What follows belongs to an exercise in optimizing a design on an open flow for a short achievable clock period and few clock cycles; a production flow would make more cautious choices.
Where RTL was checked, it was by simulation tests only, not by an equivalence proof against the original.
Power and IR drop assume default switching activity.

## fill_rect_top
module fill_rect_top #(
    parameter int ADDR_W     = 24,
    parameter int FIFO_DEPTH = 16
) (
    input  logic                clk,
    input  logic                rst_,
    input  logic                cmd_valid,
    input  logic [7:0]          cmd_data,
    output logic                cmd_ready,
    input  logic                cfg_wr,
    input  logic [1:0]          cfg_addr,
    input  logic [31:0]         cfg_wdata,
    output logic [31:0]         cfg_rdata,
    output logic                busy,
    output logic                pix_valid,
    input  logic                pix_ready,
    output logic [ADDR_W-1:0]   pix_addr,
    output fill_rect_pkg::rgb_t pix_rgb
);
Size: roughly 120 I/O pins.
==> flow/config.mk <==
export PLATFORM = sky130hd
export DESIGN_NAME = fill_rect_top
export DESIGN_NICKNAME = fill_rect_top
export VERILOG_FILES = /design/flow/design.v
export SDC_FILE = /design/flow/constraint.sdc
export NUM_CORES = 4
export LEC_CHECK = 0
export ABC_CLOCK_PERIOD_IN_PS = 3000
export CAP_MARGIN = 20
export CORE_MARGIN = 2
export CORE_UTILIZATION = 40
export SETUP_SLACK_MARGIN = 3.2
export SLEW_MARGIN = 20
export SYNTH_HIERARCHICAL = 1
export SYNTH_MINIMUM_KEEP_SIZE = 0
==> flow/constraint.sdc <==
create_clock -name core_clock -period 6.5 [get_ports {clk}]
set_input_delay 1.3000 -clock core_clock [delete_from_list [all_inputs] [get_ports {clk}]]
set_output_delay 1.3000 -clock core_clock [all_outputs]
set_load 0.01 [all_outputs]
run.sh (not shown) runs the stock make flow with config.mk's settings and CLKGATE_MAP_FILE= SYNTH_SCRIPT=/design/flow/synth_recipe.tcl, a recipe that flattens the netlist after the stock synthesis.
The starting point completed without violations.
Change:
==> flow/flow/run.sh (new file) <==
#!/bin/bash
# The standard layout, with the port buffers that buffer_ports inserts
# made plain buf_4 cells instead of its default delay-buffer choice.
set -euo pipefail
export BUFFER_PORTS_ARGS="-buffer_cell sky130_fd_sc_hd__buf_4"
bash standard.sh > standard.log 2>&1
==> flow/standard.sh (new file) <==
#!/bin/bash
# synth_recipe.tcl (not shown) runs the flow's synth.tcl, then flattens the netlist and writes it again
# the make line also repeats each setting of config.mk as NAME=value (left out here)
make -C /OpenROAD-flow-scripts/flow DESIGN_CONFIG=/design/flow/config.mk WORK_HOME=/design/flow/orfs CLKGATE_MAP_FILE= SYNTH_SCRIPT=/design/flow/synth_recipe.tcl "${@:-finish}"
removed: flow/run.sh
The new run finished clean; power decreases by about 2.4%; via count decreases by 0.31%; final area decreases by about 2.2%; worst setup slack is worse by 0.018 ns; die area stays the same; clock-buffer cell count decreases by 1; non-clock buffer count decreases by 42; sequential share of layout area increases by 0.92 points; sequential power barely changes; wire length barely changes; first-iteration DRC count increases by about 14%.
No functional check of the RTL was part of any run of this note.

rev 12:
fill_rect_top, a different RTL version from the one above (not shown whole).
Size: roughly 970 flip-flops, ~120 I/O pins, roughly 47000 sq um of cells after synthesis.
// fill_rect_top
module fill_rect_top #(
    parameter int ADDR_W     = 24,
    parameter int FIFO_DEPTH = 16
) (
    input  logic                clk,
    input  logic                rst_,
    input  logic                cmd_valid,
    input  logic [7:0]          cmd_data,
    output logic                cmd_ready,
    input  logic                cfg_wr,
    input  logic [1:0]          cfg_addr,
    input  logic [31:0]         cfg_wdata,
    output logic [31:0]         cfg_rdata,
    output logic                busy,
    output logic                pix_valid,
    input  logic                pix_ready,
    output logic [ADDR_W-1:0]   pix_addr,
    output fill_rect_pkg::rgb_t pix_rgb
);
clock: 6.5 ns
lec_check: 0
abc_clock_period_in_ps: 3000
cap_margin: 20
cell_pad_in_sites_detail_placement: 0
cell_pad_in_sites_global_placement: 0
core_margin: 2
core_utilization: 55
setup_slack_margin: 3.6
slew_margin: 20
synth_hierarchical: 1
synth_minimum_keep_size: 0
standard.sh (not shown) runs the stock make flow with config.mk's settings and CLKGATE_MAP_FILE= SYNTH_SCRIPT=/design/flow/synth_recipe.tcl, a recipe that flattens the netlist after the stock synthesis.
==> flow/flow/run.sh <==
#!/bin/bash
# The standard layout (standard.sh), with two changes:
#  - before pin placement, flow/pins.tcl keeps the register read port's pins
#    (cfg_addr, cfg_rdata) together on one stretch of the left edge, so the
#    combinational read path stays short;
#  - after global placement, flow/ports.tcl turns the port buffers that
#    buffer_ports inserted (a delay-buffer cell by default) into plain
#    buffers; the later repair steps resize them as usual.
# Make's output goes to standard.log; each ORFS step keeps its own log under
# orfs/logs.
set -euo pipefail
export PRE_IO_PLACEMENT_TCL="$PWD/flow/pins.tcl"
export POST_GLOBAL_PLACE_TCL="$PWD/flow/ports.tcl"
bash standard.sh > standard.log 2>&1
==> flow/flow/pins.tcl <==
# Runs before place_pins: the read port's pins go on the middle of the left
# edge, next to each other.
set block [ord::get_db_block]
set dbu [$block getDbUnitsPerMicron]
set die [$block getDieArea]
set h [expr {double([$die yMax] - [$die yMin]) / $dbu}]
set lo [expr {round($h * 0.40)}]
set hi [expr {round($h * 0.60)}]
set names {}
foreach bterm [$block getBTerms] {
  set n [$bterm getName]
  if {[string match {cfg_addr*} $n] || [string match {cfg_rdata*} $n]} {
    lappend names $n
  }
}
puts "pins.tcl: [llength $names] pins on left:${lo}-${hi}"
set_io_pin_constraint -pin_names $names -region left:${lo}-${hi}
==> flow/flow/ports.tcl <==
# Runs after global placement. buffer_ports has given every input and output
# port a buffer; make each of them a plain buffer of the same function.
set n_swapped 0
foreach bterm [[ord::get_db_block] getBTerms] {
  set net [$bterm getNet]
  if {$net == "NULL"} { continue }
  foreach iterm [$net getITerms] {
    set inst [$iterm getInst]
    set name [$inst getName]
    if {![regexp {^(input|output)[0-9]+$} $name -> kind]} { continue }
    set master [[$inst getMaster] getName]
    if {![regexp {^sky130_fd_sc_hd__(clkdlybuf|dlygate|dlymetal|clkbuf|buf)} $master]} { continue }
    if {$kind eq "input"} {
      set want sky130_fd_sc_hd__buf_4
    } else {
      set want sky130_fd_sc_hd__buf_2
    }
    if {$master ne $want} {
      replace_cell $name $want
      incr n_swapped
    }
  }
}
puts "ports.tcl: made $n_swapped port buffers plain buffers"
estimate_parasitics -placement
Testbench counts of rev 12, summed over its fixed seeds: cycles 154,316.
Input-level comparison between rev 13 and rev 12:
-- flow/config.mk --
<<< rev 12, line 10
export CELL_PAD_IN_SITES_DETAIL_PLACEMENT = 0
export CELL_PAD_IN_SITES_GLOBAL_PLACEMENT = 0
>>> rev 13, line 10
<<< rev 12, line 13
export CORE_UTILIZATION = 55
>>> rev 13, line 11
export CORE_UTILIZATION = 40
export PLACE_DENSITY = 0.75
Notes after the runs:
- Relative to rev 12, global-route wire length before repair has gone down in rev 13.
- Rev 13 vs rev 12: proportion of power drawn by flip-flops and latches up in rev 13
- Areal power density over the cells (rev 13 vs. rev 12) decreases slightly
- There was hardly any difference in number of flip-flops and latches between rev 13 and rev 12.
- Changes observed in rev 13 relative to rev 12: die footprint rose by 37%; area growth from synthesis to layout +0.44 points; register-to-register slack fell by 0.15 ns; final non-filler cell area increased by about 0.4% relative to the old numbers; overall routed net length dropped 3.8%.

## afterwards: timing with drivers on the ports
How much do the figures lean on ideal ports? The routed layouts below were timed once more, with nothing changed but the port constraints.
Step 1: set_driving_cell puts a clkbuf_16 on clk and a buf_2 on each other input, an assumption about the parent block.
Step 2 adds t to the input delays and takes it off the output delays; t is the mean of the earliest and latest rising clock arrival at the registers after step 1. Input paths then give back, and output paths get back, about the clock's delay inside the block.
Slacks: no drivers / after step 1 / after step 2; pairs: no drivers / after step 1.
run | shift t [ns] | slack for setup (ns) | hold WS [ns] | worst setup path at the end | slew at the worst register clock pin (ns)
the first run of note 1 | 0.722 | 2.516 / 2.516 / 2.516 | 0.417 / 0.417 / 0.417 | register to register | 0.07 / 0.07
the second run of note 1 | 0.738 | 2.499 / 2.499 / 2.499 | 0.422 / 0.422 / 0.422 | register to register | 0.07 / 0.07
rev 12 | 0.715 | 3.243 / 2.803 / 2.803 | 0.416 / 0.416 / 0.416 | input to output | 0.07 / 0.07
rev 13 | 0.710 | 3.247 / 2.666 / 2.666 | 0.461 / 0.461 / 0.461 | input to output | 0.07 / 0.07
After both steps every run listed still meets setup and hold. The setup slack of rev 13, which loses most, moves by -0.581 ns with the drivers and by -0.581 ns with both steps.
